From an optimization exercise on the open Yosys and OpenROAD flow, aimed at small area; shortcuts taken in it are not production practice. In this exercise RTL edits were held to simulation tests only and were not proved equivalent to the original. No activity file was given, so power comes from the tool's default toggle rates. The flow treats the clock pin as an ideal source, which a real chip does not have.

==> flow/design.v, too long to show whole: its modules and the start of the top module <==
// module operand_mult_array: 2016 lines
// module product_adder_tree: 97 lines
// module result_buffer_ctrl: 52 lines
// module result_ram: 17 lines
// module mac_buff_top: 46 lines
module mac_buff_top (
    input  logic           CLK,
    input  logic           RST_N,
    input  logic           en_mac,
    input  logic [127:0]   operands,
    input  logic           en_block_read,
    output logic           rdy_mac,
    output logic           rdy_block_read,
    output logic           mem_val_valid,
    output logic [33:0]    mem_val_data
);
  // ...
==> flow/flow/run.sh <==
#!/bin/bash
# The standard layout (standard.sh) with these changes:
# - synthesis is synth_recipe.tcl with Yosys's generic abc pass skipped
#   inside synth (-noabc), so that extract_fa sees the adder tree as written;
#   the final liberty abc, flattening and renaming are unchanged
# - input and output ports get the smallest buffer (buf_1) instead of the
#   delay cell buffer_ports picks by default; every port is still buffered
# - timing-driven global placement keeps its net weighting but not the
#   resizer's virtual buffering (GPL_KEEP_OVERFLOW=0); later repair steps
#   still fix every real violation
# - a leaner clock tree: clkbuf_16 only, larger sink clusters and no dummy
#   balancing loads
set -euo pipefail
HERE=$(cd "$(dirname "$0")" && pwd)
CTS="-sink_clustering_enable -repair_clock_nets -dont_use_dummy_load"
CTS="$CTS -buf_list sky130_fd_sc_hd__clkbuf_16"
CTS="$CTS -sink_clustering_size 32 -sink_clustering_max_diameter 120"
bash standard.sh "SYNTH_SCRIPT=$HERE/synth_noabc.tcl" "CTS_ARGS=$CTS" \
    "BUFFER_PORTS_ARGS=-buffer_cell sky130_fd_sc_hd__buf_1" GPL_KEEP_OVERFLOW=0 finish > standard_make.log 2>&1
==> flow/flow/synth_noabc.tcl <==
proc synth {args} { yosys synth -nofsm -noshare -noabc {*}$args }
source $::env(SCRIPTS_DIR)/synth.tcl
# left out here: clear keep_hierarchy, flatten, clean up, hide names made inside functions, write 1_2_yosys.v
==> flow/standard.sh <==
#!/bin/bash
# synth_recipe.tcl (not shown) runs the flow's synth.tcl, then flattens the netlist and writes it again
# the make line also repeats each setting of config.mk as NAME=value (left out here)
make -C /OpenROAD-flow-scripts/flow DESIGN_CONFIG=/design/flow/config.mk WORK_HOME=/design/flow/orfs CLKGATE_MAP_FILE= SYNTH_SCRIPT=/design/flow/synth_recipe.tcl "${@:-finish}"
==> flow/config.mk <==
export PLATFORM = sky130hd
export DESIGN_NAME = mac_buff_top
export DESIGN_NICKNAME = mac_buff_top
export VERILOG_FILES = /design/flow/design.v
export SDC_FILE = /design/flow/constraint.sdc
export NUM_CORES = 4
export LEC_CHECK = 0
export CAP_MARGIN = 20
export CORE_MARGIN = 2
export CORE_UTILIZATION = 60
export SETUP_SLACK_MARGIN = 0.05
export SLEW_MARGIN = 20
==> flow/constraint.sdc <==
create_clock -name core_clock -period 6.0 [get_ports {CLK}]
set_input_delay 1.2000 -clock core_clock [delete_from_list [all_inputs] [get_ports {CLK}]]
set_output_delay 1.2000 -clock core_clock [all_outputs]
set_load 0.01 [all_outputs]
==> results.toml, run 1 <==
[outcome]
status = "timing/DRC/antenna clean"

[drt]
routed-wl-met2_mm = 85.2
vias_per_cell = 5.91
wl_met1_mm = 86.3
wl_met3_mm = 12.8

[power_and_ir_drop]
p_leak_nw = 32.1
pwr-share-clk_pct = 10.2
total_power_mw = 66.0

[final_layout]
finalNonFillerCells = 6920
layout_common_cells = "edfxtp_1, fa_1, xnor2_1, a22oi_1, nand2_1"
seq_cells = 2356
num-fill-cells = 10500

[place]
place.port_buffers = 168
dp_hpwl_mm = 127

[synth]
synth_common_cells = "edfxtp_1, fa_1, xnor2_1"
syn_avg_cell_area_sq_um = 19.5
synth_cell_type_count = 49
ys_seq_elements = 2356
synth_compound_area_share_pct = 4.32
seq_area_frac_synth_pct = 73.5

[global_routing]
grt_pass1_wl_mm = 279

[setup_path]
crit_top_cell = "fa_1"
cp.arrival_ns = 6.28
crit_type = "reg -> reg"

[timing]
fmax_ghz = 0.169
fin_ws_ns = 0.0782
fin_crit_sh_pct = 98.7
hold-worst-slack_ns = 0.349
final.setup_skew_ns = 0.138

[cts]
cts.repair.resized = 35
cts_tree = "yes"
cts_setup_buffers = 1

[floorplanning]
n_tap_cell = 2058
==> module result_buffer_ctrl, before the edit <==
module result_buffer_ctrl (
    input  logic           CLK,
    input  logic           RST_N,
    input  logic           en_mac,
    input  logic           en_block_read,
    output logic           rdy_mac,
    output logic           rdy_block_read,
    output logic           mem_val_valid,
    output logic           load,
    output logic           shift
);
    localparam logic [1:0] IDLE    = 2'b00;
    localparam logic [1:0] WRITING = 2'b01;
    localparam logic [1:0] FULL    = 2'b10;
    localparam logic [1:0] READING = 2'b11;
    logic [1:0]    state;
    logic [6:0]    cnt;
    logic [6:0]    vld;
    logic          rd_valid_q;
    logic          accept;
    logic          reading;
    logic          last_wr;
    assign rdy_mac        = ~state[1] & ~cnt[6];
    assign rdy_block_read = (state == FULL);
    assign accept         = en_mac & rdy_mac;
    assign reading        = (state == READING);
    assign last_wr        = vld[6] & cnt[6] & ~|vld[5:0];
    assign load  = vld[0];
    assign shift = vld[0] | mem_val_valid;
    always_ff @(posedge CLK or negedge RST_N) begin
        if (!RST_N) begin
            state         <= IDLE;
            cnt           <= '0;
            vld           <= '0;
            rd_valid_q    <= 1'b0;
            mem_val_valid <= 1'b0;
        end else begin
            vld           <= {vld[5:0], accept};
            rd_valid_q    <= reading;
            mem_val_valid <= rd_valid_q;
            case (state)
                IDLE:    if (accept) state <= WRITING;
                WRITING: if (last_wr) state <= FULL;
                FULL:    if (en_block_read) state <= READING;
                default: if (&cnt[5:0]) state <= IDLE;
            endcase
            if (accept || reading) begin
                cnt <= cnt + 1'b1;
            end
        end
    end
endmodule
==> module result_ram, before the edit <==
module result_ram #(
    parameter int BUF_DEPTH = 64,
    parameter int DW        = 34
) (
    input  logic           CLK,
    input  logic           shift,
    input  logic [DW-1:0]  wr_data,
    output logic [DW-1:0]  rd_data
);
    logic [DW*(BUF_DEPTH-1)-1:0] mem;
    always_ff @(posedge CLK) begin
        if (shift) begin
            mem <= {mem[DW*(BUF_DEPTH-2)-1:0], wr_data};
        end
    end
    assign rd_data = mem[DW*(BUF_DEPTH-2) +: DW];
endmodule
==> module mac_buff_top, before the edit <==
module mac_buff_top (
    input  logic           CLK,
    input  logic           RST_N,
    input  logic           en_mac,
    input  logic [127:0]   operands,
    input  logic           en_block_read,
    output logic           rdy_mac,
    output logic           rdy_block_read,
    output logic           mem_val_valid,
    output logic [33:0]    mem_val_data
);
    logic [33:0] sum_a;
    logic [33:0] sum_b;
    logic [33:0] result_sum;
    logic        load;
    logic        shift;
    operand_mult_array u_mult (
        .CLK      (CLK),
        .load     (load),
        .operands (operands),
        .sum_a    (sum_a),
        .sum_b    (sum_b)
    );
    product_adder_tree u_adder (
        .sum_a      (sum_a),
        .sum_b      (sum_b),
        .result_sum (result_sum)
    );
    result_buffer_ctrl u_ctrl (
        .CLK            (CLK),
        .RST_N          (RST_N),
        .en_mac         (en_mac),
        .en_block_read  (en_block_read),
        .rdy_mac        (rdy_mac),
        .rdy_block_read (rdy_block_read),
        .mem_val_valid  (mem_val_valid),
        .load           (load),
        .shift          (shift)
    );
    result_ram u_ram (
        .CLK     (CLK),
        .shift   (shift),
        .wr_data (result_sum),
        .rd_data (mem_val_data)
    );
endmodule
==> run 2: changes to the inputs <==
--- a/flow/design.v
+++ b/flow/design.v
@@ -1,12 +1,11 @@
 `default_nettype none
 module operand_mult_array (
     input  logic           CLK,
-    input  logic           load,
     input  logic [127:0]   operands,
     output logic [33:0]    sum_a,
     output logic [33:0]    sum_b
 );
     logic [127:0] op_q;
     always_ff @(posedge CLK) begin
         op_q <= operands;
     end
@@ -2004,20 +2003,18 @@
     wire c1992 = (c1856 & s1925) | (c1924 & (c1856 ^ s1925));
     wire s1993 = c1860 ^ s1927 ^ c1926;
     wire c1994 = (c1860 & s1927) | (c1926 & (c1860 ^ s1927));
     wire s1995 = s1929 ^ c1864 ^ c1928;
     wire c1996 = (s1929 & c1864) | (c1928 & (s1929 ^ c1864));
     wire s1997 = 1'b1 ^ c1930;
     wire c1998 = 1'b1 & c1930;
     always_ff @(posedge CLK) begin
-        if (load) begin
-            sum_a <= {c1996, c1994, c1992, c1990, c1988, c1986, c1984, c1982, c1980, c1978, c1976, c1974, c1972, c1970, c1968, c1966, c1964, c1962, c1960, c1958, c1956, c1954, c1952, c1950, c1948, c1946, c1944, c1942, c1940, c1938, c1936, c1934, c1932, s1931};
-            sum_b <= {s1997, s1995, s1993, s1991, s1989, s1987, s1985, s1983, s1981, s1979, s1977, s1975, s1973, s1971, s1969, s1967, s1965, s1963, s1961, s1959, s1957, s1955, s1953, s1951, s1949, s1947, s1945, s1943, s1941, s1939, s1937, s1935, s1933, s1741};
-        end
+        sum_a <= {c1996, c1994, c1992, c1990, c1988, c1986, c1984, c1982, c1980, c1978, c1976, c1974, c1972, c1970, c1968, c1966, c1964, c1962, c1960, c1958, c1956, c1954, c1952, c1950, c1948, c1946, c1944, c1942, c1940, c1938, c1936, c1934, c1932, s1931};
+        sum_b <= {s1997, s1995, s1993, s1991, s1989, s1987, s1985, s1983, s1981, s1979, s1977, s1975, s1973, s1971, s1969, s1967, s1965, s1963, s1961, s1959, s1957, s1955, s1953, s1951, s1949, s1947, s1945, s1943, s1941, s1939, s1937, s1935, s1933, s1741};
     end
 endmodule
 `default_nettype wire
 `default_nettype none
 module product_adder_tree (
     input  logic [33:0]    sum_a,
     input  logic [33:0]    sum_b,
     output logic [33:0]    result_sum
@@ -2119,17 +2116,16 @@
 module result_buffer_ctrl (
     input  logic           CLK,
     input  logic           RST_N,
     input  logic           en_mac,
     input  logic           en_block_read,
     output logic           rdy_mac,
     output logic           rdy_block_read,
     output logic           mem_val_valid,
-    output logic           load,
     output logic           shift
 );
     localparam logic [1:0] IDLE    = 2'b00;
     localparam logic [1:0] WRITING = 2'b01;
     localparam logic [1:0] FULL    = 2'b10;
     localparam logic [1:0] READING = 2'b11;
     logic [1:0]    state;
     logic [6:0]    cnt;
@@ -2138,18 +2134,17 @@
     logic          accept;
     logic          reading;
     logic          last_wr;
     assign rdy_mac        = ~state[1] & ~cnt[6];
     assign rdy_block_read = (state == FULL);
     assign accept         = en_mac & rdy_mac;
     assign reading        = (state == READING);
     assign last_wr        = vld[6] & cnt[6] & ~|vld[5:0];
-    assign load  = vld[0];
-    assign shift = vld[0] | mem_val_valid;
+    assign shift = vld[1] | mem_val_valid;
     always_ff @(posedge CLK or negedge RST_N) begin
         if (!RST_N) begin
             state         <= IDLE;
             cnt           <= '0;
             vld           <= '0;
             rd_valid_q    <= 1'b0;
             mem_val_valid <= 1'b0;
         end else begin
@@ -2174,23 +2169,23 @@
     parameter int BUF_DEPTH = 64,
     parameter int DW        = 34
 ) (
     input  logic           CLK,
     input  logic           shift,
     input  logic [DW-1:0]  wr_data,
     output logic [DW-1:0]  rd_data
 );
-    logic [DW*(BUF_DEPTH-1)-1:0] mem;
+    logic [DW*BUF_DEPTH-1:0] mem;
     always_ff @(posedge CLK) begin
         if (shift) begin
-            mem <= {mem[DW*(BUF_DEPTH-2)-1:0], wr_data};
+            mem <= {mem[DW*(BUF_DEPTH-1)-1:0], wr_data};
         end
     end
-    assign rd_data = mem[DW*(BUF_DEPTH-2) +: DW];
+    assign rd_data = mem[DW*(BUF_DEPTH-1) +: DW];
 endmodule
 `default_nettype wire
 `default_nettype none
 module mac_buff_top (
     input  logic           CLK,
     input  logic           RST_N,
     input  logic           en_mac,
     input  logic [127:0]   operands,
@@ -2198,21 +2193,19 @@
     output logic           rdy_mac,
     output logic           rdy_block_read,
     output logic           mem_val_valid,
     output logic [33:0]    mem_val_data
 );
     logic [33:0] sum_a;
     logic [33:0] sum_b;
     logic [33:0] result_sum;
-    logic        load;
     logic        shift;
     operand_mult_array u_mult (
         .CLK      (CLK),
-        .load     (load),
         .operands (operands),
         .sum_a    (sum_a),
         .sum_b    (sum_b)
     );
     product_adder_tree u_adder (
         .sum_a      (sum_a),
         .sum_b      (sum_b),
         .result_sum (result_sum)
@@ -2220,17 +2213,16 @@
     result_buffer_ctrl u_ctrl (
         .CLK            (CLK),
         .RST_N          (RST_N),
         .en_mac         (en_mac),
         .en_block_read  (en_block_read),
         .rdy_mac        (rdy_mac),
         .rdy_block_read (rdy_block_read),
         .mem_val_valid  (mem_val_valid),
-        .load           (load),
         .shift          (shift)
     );
     result_ram u_ram (
         .CLK     (CLK),
         .shift   (shift),
         .wr_data (result_sum),
         .rd_data (mem_val_data)
     );
==> flow/config.mk (replaced) <==
export PLATFORM = sky130hd
export DESIGN_NAME = mac_buff_top
export DESIGN_NICKNAME = mac_buff_top
export VERILOG_FILES = /design/flow/design.v
export SDC_FILE = /design/flow/constraint.sdc
export NUM_CORES = 4
export LEC_CHECK = 0
export CAP_MARGIN = 20
export CORE_MARGIN = 2
export CORE_UTILIZATION = 60
export SLEW_MARGIN = 20
==> run 2 against run 1 <==
Effect of this change: sequential power fell by 6%; combinational power fell by 2%; synthesized cell count rose by 0.74%; non-clock buffer count fell by 20; final cell count rose by 0.33%; largest cell class unchanged; power fell by 3.5%; largest power group unchanged; hold slack improved by 0.012 ns; wire length fell by 0.55%; highest routed layer unchanged; sequential share of layout area rose by 0.26 points; die area rose by 0.39%; register-to-register slack improved by 0.06 ns; clock-buffer cell count rose by 2.
==> results.toml, run 2 <==
[drt]
vias_per_cell = 5.88
wl_per_cell_um = 27.1
firstDrtPassIters = 6
ant_nets = 0
vias = 40800
routed_wirelength_mm = 188
drt_iter0_markers = 4191
drc = 0

[cts]
cts_sinks = 2390
clk_pin_slew_ns = 0.11
cts_tree = "yes"
cts_root_buffer = "clkbuf_16"
insertion_delay_ns = 0.77
cts.htree.levels = 3
cts_setup_buffers = 0
cts.repair.resized = 6
hold_buffers = 0
cts_buffers = 86
clockBufferDepth = 3

[timing]
final.setup_skew_ns = 0.0784
relSlewSlack_pct = 15.1
fin_crit_sh_pct = 97.7
hold-worst-slack_ns = 0.361
layout_min_cycle_time_ns = 5.86
worst_pin_slew_ns = 1.27
fmax_ghz = 0.171
hold_viol = 0
drv_slew = 0
grt_setup_unrepaired = "false"
fin_ws_ns = 0.136
finalSetupViolations = 0

[global_routing]
antenna_found_initial = 2
grt_pass1_vias = 40900
grt_pass1_wl_mm = 275
overflow = 0
grt_max_degree = 62
grt_util_all_layers_pct = 23.5

[setup_path]
timing.rr.end = "u_mult.sum_b[18]"
crit_path_end_kind = "register"
r2r-start = "u_mult.op_q[11]"
crit_type = "reg -> reg"
cp.arrival_ns = 6.54
r2r_cells = 11
worstSetupStartpointType = "register"
cp-endpoint = "u_mult.sum_b[18]"
crit_path_max_fanout = 16
reg2reg_slack_ns = 0.14
crit_start = "u_mult.op_q[11]"
worstPathRequired_ns = 6.67

[synth]
synth_cell_type_count = 51
yosysTopAreaCell = "edfxtp_1"
netlist.area_leader.share_pct = 68.9
ys_warn_count = 3
seq_area_frac_synth_pct = 73.5
yosysMostFrequentCell = "edfxtp_1"
async_flop_share_pct = 0.753
netlist_area_sq_um = 94800
synth_edf_count = 2176
syn_avg_cell_area_sq_um = 19.5
ys_seq_elements = 2390
syn_inst = 4873
synth_common_cells = "edfxtp_1, fa_1, xnor2_1"
ys.flop_type = "edfxtp_1"
syn-num-nets = 5718
synth.area.top_cells = "edfxtp_1, fa_1, dfxtp_1"

[floorplanning]
die-height_um = 401
start_util_pct = 60.5
coreArea_sq_um = 157000
boundaryPins = 169
die_w_um = 401
die_area_sq_um = 161000
rows = 145

[final_layout]
largest_register = "u_ram.mem"
largest_reg_flops = 2176
nNetsFinal = 5727
layout-drive-gt1-share_pct = 4.71
final_common_cell = "edfxtp_1"
finalNonFillerCells = 6943
layout_common_cells = "edfxtp_1, fa_1, xnor2_1, a22oi_1, nand2_1"
reg.largest.list = "u_ram.mem x2176, u_mult.op_q x128"
syn_to_final_growth_pct = 5.83

[place]
dp_worst_setup_slack_ns = -0.380
place.port_buffers = 168
place_congestion = 0.917
place_inst = 6852
dp_hpwl_mm = 127

[outcome]
status = "timing/DRC/antenna clean"

[power_and_ir_drop]
p_leak_nw = 32.2
p_per_area_nw_per_um2 = 634
vdd_drop_max_uv = 926

[hold_path]
min_path_type = "reg -> reg"

[run]
maxCapViolations = 0
-- run 2: cell types whose count changed in the layout (fill, tap and decap cells not counted), moves of 5 or more --
cell,previous run,this run
ha_1,83,95
edfxtp_1,2210,2176
dfxtp_1,86,170
buf_16,30,35
dfxtp_2,37,23
ha_2,13,3
inv_2,11,22
buf_4,12,0
buf_12,17,9
inv_4,12,2
-- run 2: cells by family after synthesis --
family / synth area share, %
flip-flops: 73.5
adder cells (fa/ha/maj): 14.3
AO/OA/AOI/OAI: 4.28
XOR/XNOR: 4.02
buffers and inverters: 1.75
AND/OR/NAND/NOR: 1.95
multiplexers: 0.181
-- run 2: worst min path at each step --
stage                            startpoint              endpoint  slack [ns]  cells past startpoint
after floorplan           u_ctrl.rd_valid_q  u_ctrl.mem_val_valid        0.33                      0
after global placement    u_ctrl.rd_valid_q  u_ctrl.mem_val_valid        0.33                      0
after detailed placement  u_ctrl.rd_valid_q  u_ctrl.mem_val_valid        0.34                      0
after CTS                 u_ctrl.rd_valid_q  u_ctrl.mem_val_valid        0.36                      0
after global routing      u_ctrl.rd_valid_q  u_ctrl.mem_val_valid        0.38                      0
final                     u_ctrl.rd_valid_q  u_ctrl.mem_val_valid        0.36                      0
-- run 2: layout make-up --
type,count,area [sq um]
sequential,2390,69800
fill,10500,56200
multi-input combinational,2094,23600
tap,2058,2570
clock buffer,86,2150
timing repair buffer,225,1940
inverter,85,324
antenna,5,12.5
-- run 2: stage by stage --
| step | util (%) | TNS, ns | power (mW) | cell area (sq um) |
|---|---|---|---|---|
| 5_1_grt | 64.1 | 0 | 68.5 | 100000 |
| 6_report | 64.1 | 0 | 63.6 | 100000 |
| 3_3_place_gp | 61.7 | - | 48.0 | 96700 |
| 2_1_floorplan | - | - | 41.8 | 94800 |
| 3_5_place_dp | 62.7 | -3.98 | 57.4 | 98100 |
| 4_1_cts | 64.0 | 0 | 64.5 | 100000 |
-- run 2: critical path, cell delays in order (launching register included) --
cell,delay [ns]
dfxtp_1,0.41
ha_1,0.80
a22oi_1,0.21
xnor2_1,0.21
fa_1,0.60
fa_1,0.55
fa_1,0.47
fa_1,0.56
fa_1,0.54
fa_1,0.46
fa_1,0.49
fa_1,0.54
-- run 2: metal layers --
layer	part of all wire (%)	up-vias	track usage [%]	routed length (um)
li1	-	17700	-	-
met5	0	-	0	0
met4	2.9	0	6.52	5530
met3	7.0	258	4.97	13300
met2	44	1387	34.7	83600
met1	46	21500	36.1	85800
-- run 2: where the power goes --
part	switching [mW]	leakage (nW)	total, mW	internal [mW]
clock network	4.28	1.06	6.87	2.59
registers	1.97	21.2	30.2	28.2
logic	15.5	9.99	26.6	11.1
total	21.7	32.2	63.6	41.9
==> run 3: changes to the inputs <==
--- a/flow/flow/run.sh
+++ b/flow/flow/run.sh
@@ -7,5 +7,2 @@
 #   delay cell buffer_ports picks by default; every port is still buffered
-# - timing-driven global placement keeps its net weighting but not the
-#   resizer's virtual buffering (GPL_KEEP_OVERFLOW=0); later repair steps
-#   still fix every real violation
 # - a leaner clock tree: clkbuf_16 only, larger sink clusters and no dummy
@@ -18,2 +15,2 @@
 bash standard.sh "SYNTH_SCRIPT=$HERE/synth_noabc.tcl" "CTS_ARGS=$CTS" \
-    "BUFFER_PORTS_ARGS=-buffer_cell sky130_fd_sc_hd__buf_1" GPL_KEEP_OVERFLOW=0 finish > standard_make.log 2>&1
+    "BUFFER_PORTS_ARGS=-buffer_cell sky130_fd_sc_hd__buf_1" finish > standard_make.log 2>&1
==> run 3 against run 2 <==
Effect of this change: flip-flop and latch count is the same; wire length shrank 2.9%; first-iteration DRC count increased by 1.7%; largest cell class unchanged; highest routed layer is now met5.
==> results.toml, run 3 <==
[place]
dp_worst_setup_slack_ns = 0.392
place.port_buffers = 168
dp_hpwl_mm = 130
post_dp_cell_area_sq_um = 98600
place_congestion = 0.933

[drt]
drt_iter0_markers = 4263
drc = 0
ant_nets = 0
vias = 41100
wl_per_cell_um = 25.7
vias_per_cell = 5.78
routed_wirelength_mm = 183
firstDrtPassIters = 6

[timing]
hold-worst-slack_ns = 0.362
layout_min_cycle_time_ns = 5.73
hold_viol = 0
fin_ws_ns = 0.272
final.setup_skew_ns = 0.0971
relSlewSlack_pct = 33.5
finalSetupViolations = 0
grt_setup_unrepaired = "false"
worst_pin_slew_ns = 0.997
fmax_ghz = 0.175
drv_slew = 0
setup-tns-final_ns = 0
fin_crit_sh_pct = 95.5

[synth]
syn_inst = 4873
syn_avg_cell_area_sq_um = 19.5
yosysMostFrequentCell = "edfxtp_1"
netlist_area_sq_um = 94800
synth_cell_type_count = 51
async_flop_share_pct = 0.753
ys.flop_type = "edfxtp_1"
ys_warn_count = 3
synth_common_cells = "edfxtp_1, fa_1, xnor2_1"
synth_edf_count = 2176
yosysTopAreaCell = "edfxtp_1"
ys_seq_elements = 2390
syn-num-nets = 5718
seq_area_frac_synth_pct = 73.5
synth.area.top_cells = "edfxtp_1, fa_1, dfxtp_1"
netlist.area_leader.share_pct = 68.9

[final_layout]
final_common_cell = "edfxtp_1"
multi_input_area_sq_um = 23400
reg.largest.list = "u_ram.mem x2176, u_mult.op_q x128"
layout-drive-gt1-share_pct = 6.95
layout.area.seq_sq_um = 69700
layout_common_cells = "edfxtp_1, fa_1, xnor2_1, a22oi_1, buf_4"
largest_reg_flops = 2176
largest_register = "u_ram.mem"
syn_to_final_growth_pct = 6.29
nNetsFinal = 5900
num-fill-cells = 10700
final_area_sq_um = 101000

[global_routing]
antenna_found_initial = 5
grt_pass1_wl_mm = 269
overflow = 0
met2_usage_pct = 33.8
grt_max_degree = 193
grt_use_met1_pct = 34.6
grt.busiest_layer = "met1"
grt_util_all_layers_pct = 22.8
grt_pass1_vias = 40700
gr-usage-met3_pct = 4.51

[power_and_ir_drop]
p_per_area_nw_per_um2 = 631
combPwrFrac_pct = 41.8
p_switching_mw = 21.8
p_sw_share_pct = 34.3
vdd_drop_max_uv = 768
p_leak_nw = 32.8
power.internal_mw = 41.8
pwr-share-clk_pct = 10.9
share_seq_of_total_power_pct = 47.4

[setup_path]
cp.arrival_ns = 6.27
crit_path_end_kind = "register"
worstSetupStartpointType = "register"
crit_type = "reg -> reg"
worstPathRequired_ns = 6.55
crit_path_max_fanout = 16

[cts]
hold_buffers = 0
cts_root_buffer = "clkbuf_16"
cts_buffers = 87
cts_tree = "yes"
cts_setup_buffers = 0
cts_sinks = 2390
cts.repair.resized = 0
clockBufferDepth = 3
clk_pin_slew_ns = 0.12
cts.htree.levels = 3
insertion_delay_ns = 0.76

[floorplanning]
die_w_um = 401
rows = 145
start_util_pct = 60.5
boundaryPins = 169
die_area_sq_um = 161000
die-height_um = 401
coreArea_sq_um = 157000

[hold_path]
min_path_type = "reg -> reg"

[run]
maxCapViolations = 0

[outcome]
status = "timing/DRC/antenna clean"
==> run 3: path summary, 6_finish.rpt <==
path                                 start               end  slack [ns]  cells after the start
setup / recovery           u_mult.op_q[45]  u_mult.sum_b[19]        0.27                     10
hold / removal               u_ram.mem[22]     u_ram.mem[56]        0.36                      0
setup reg to reg           u_mult.op_q[45]  u_mult.sum_b[19]        0.27                     10
hold reg to reg              u_ram.mem[22]     u_ram.mem[56]        0.36                      0
max in group asynchronous            RST_N   u_ctrl.state[1]        4.82                      1
min in group asynchronous            RST_N     u_ctrl.vld[5]        0.60                      1
==> run 3: metal layers <==
layer,share of wire (%),wire [um],vias to the layer above
met3,6.7,12300,293
met4,3.5,6360,4
met1,45,83000,21600
met2,44,81200,1229
met5,0.015,27,-
li1,-,-,18100
==> run 3: worst max-delay path, cell delays in order, from the launching register on <==
cell and delay, ns:
dfxtp_1 0.37, ha_1 0.81, a22o_1 0.34, fa_1 0.47, fa_1 0.52, fa_1 0.46, fa_1 0.57, fa_1 0.55
fa_1 0.47, fa_1 0.50, fa_1 0.50
==> run 3: metrics by stage <==
step	cells	utilization (%)	total power, mW
after floorplan	4873	-	41.8
after global placement	7024	63.0	56.6
after detailed placement	7024	63.0	57.2
after CTS	7111	64.4	64.2
after global routing	7111	64.4	68.5
final	7112	64.4	63.5
==> run 3: kinds of logic (layout without fill, tap and decap cells) <==
logic type | count (synthesis) | in the layout | share of synthesized area, %
multiplexers | 17 | 17 | 0.181
buffers and inverters | 389 | 569 | 1.75
XOR/XNOR | 435 | 435 | 4.02
AND/OR/NAND/NOR | 376 | 376 | 1.95
other | 0 | 1 | 0
flip-flops | 2390 | 2390 | 73.5
adder cells (fa/ha/maj) | 713 | 713 | 14.3
AO/OA/AOI/OAI | 553 | 553 | 4.28
==> run 3: final cells by class <==
type                    instances  area share [%]
flip-flops and latches       2390            69.2
multi-input cells            2094            23.3
well taps                    2058            2.56
repair buffers                397            2.52
clock buffers                  87            2.16
inverters                      85           0.317
diodes                          1         0.00248
==> run 3: power groups by stage <==
stage	Sequential, mW	Combinational, mW	Clock [mW]
3_5_place_dp	30.5	26.8	0
2_1_floorplan	25.3	16.5	0
3_3_place_gp	30.3	26.3	0
4_1_cts	30.2	26.8	7.26
6_report	30.1	26.5	6.90
5_1_grt	30.7	30.1	7.75

static timing again, ports no longer ideal:
In the flow no input, the clock included, has a driving cell. The finished layouts below were timed again as built, in two steps. Step 1, drivers: a clkbuf_16 drives CLK and a buf_2 each remaining input, both assumed. Step 2 moves the port delays by t, midway between the first and last clock arrival at a register: inputs arrive t later, outputs are due t later. That takes back most of the time a late clock gives input paths. Slacks: ideal / step 1 / step 2; pairs: ideal / step 1.
| run | shift t [ns] | setup slack, ns | worst setup path after step 2 | latest minus earliest clock arrival (ns) | pins driven straight from the clock port |
|---|---|---|---|---|---|
| run 1 | 0.766 | 0.078 / 0.078 / 0.078 | register to register | 0.141 / 0.142 | 1 |
| run 2 | 0.796 | 0.136 / 0.136 / 0.136 | register to register | 0.121 / 0.121 | 1 |
| run 3 | 0.786 | 0.272 / 0.272 / 0.272 | register to register | 0.125 / 0.125 | 1 |
After both steps every run listed still meets setup and hold.
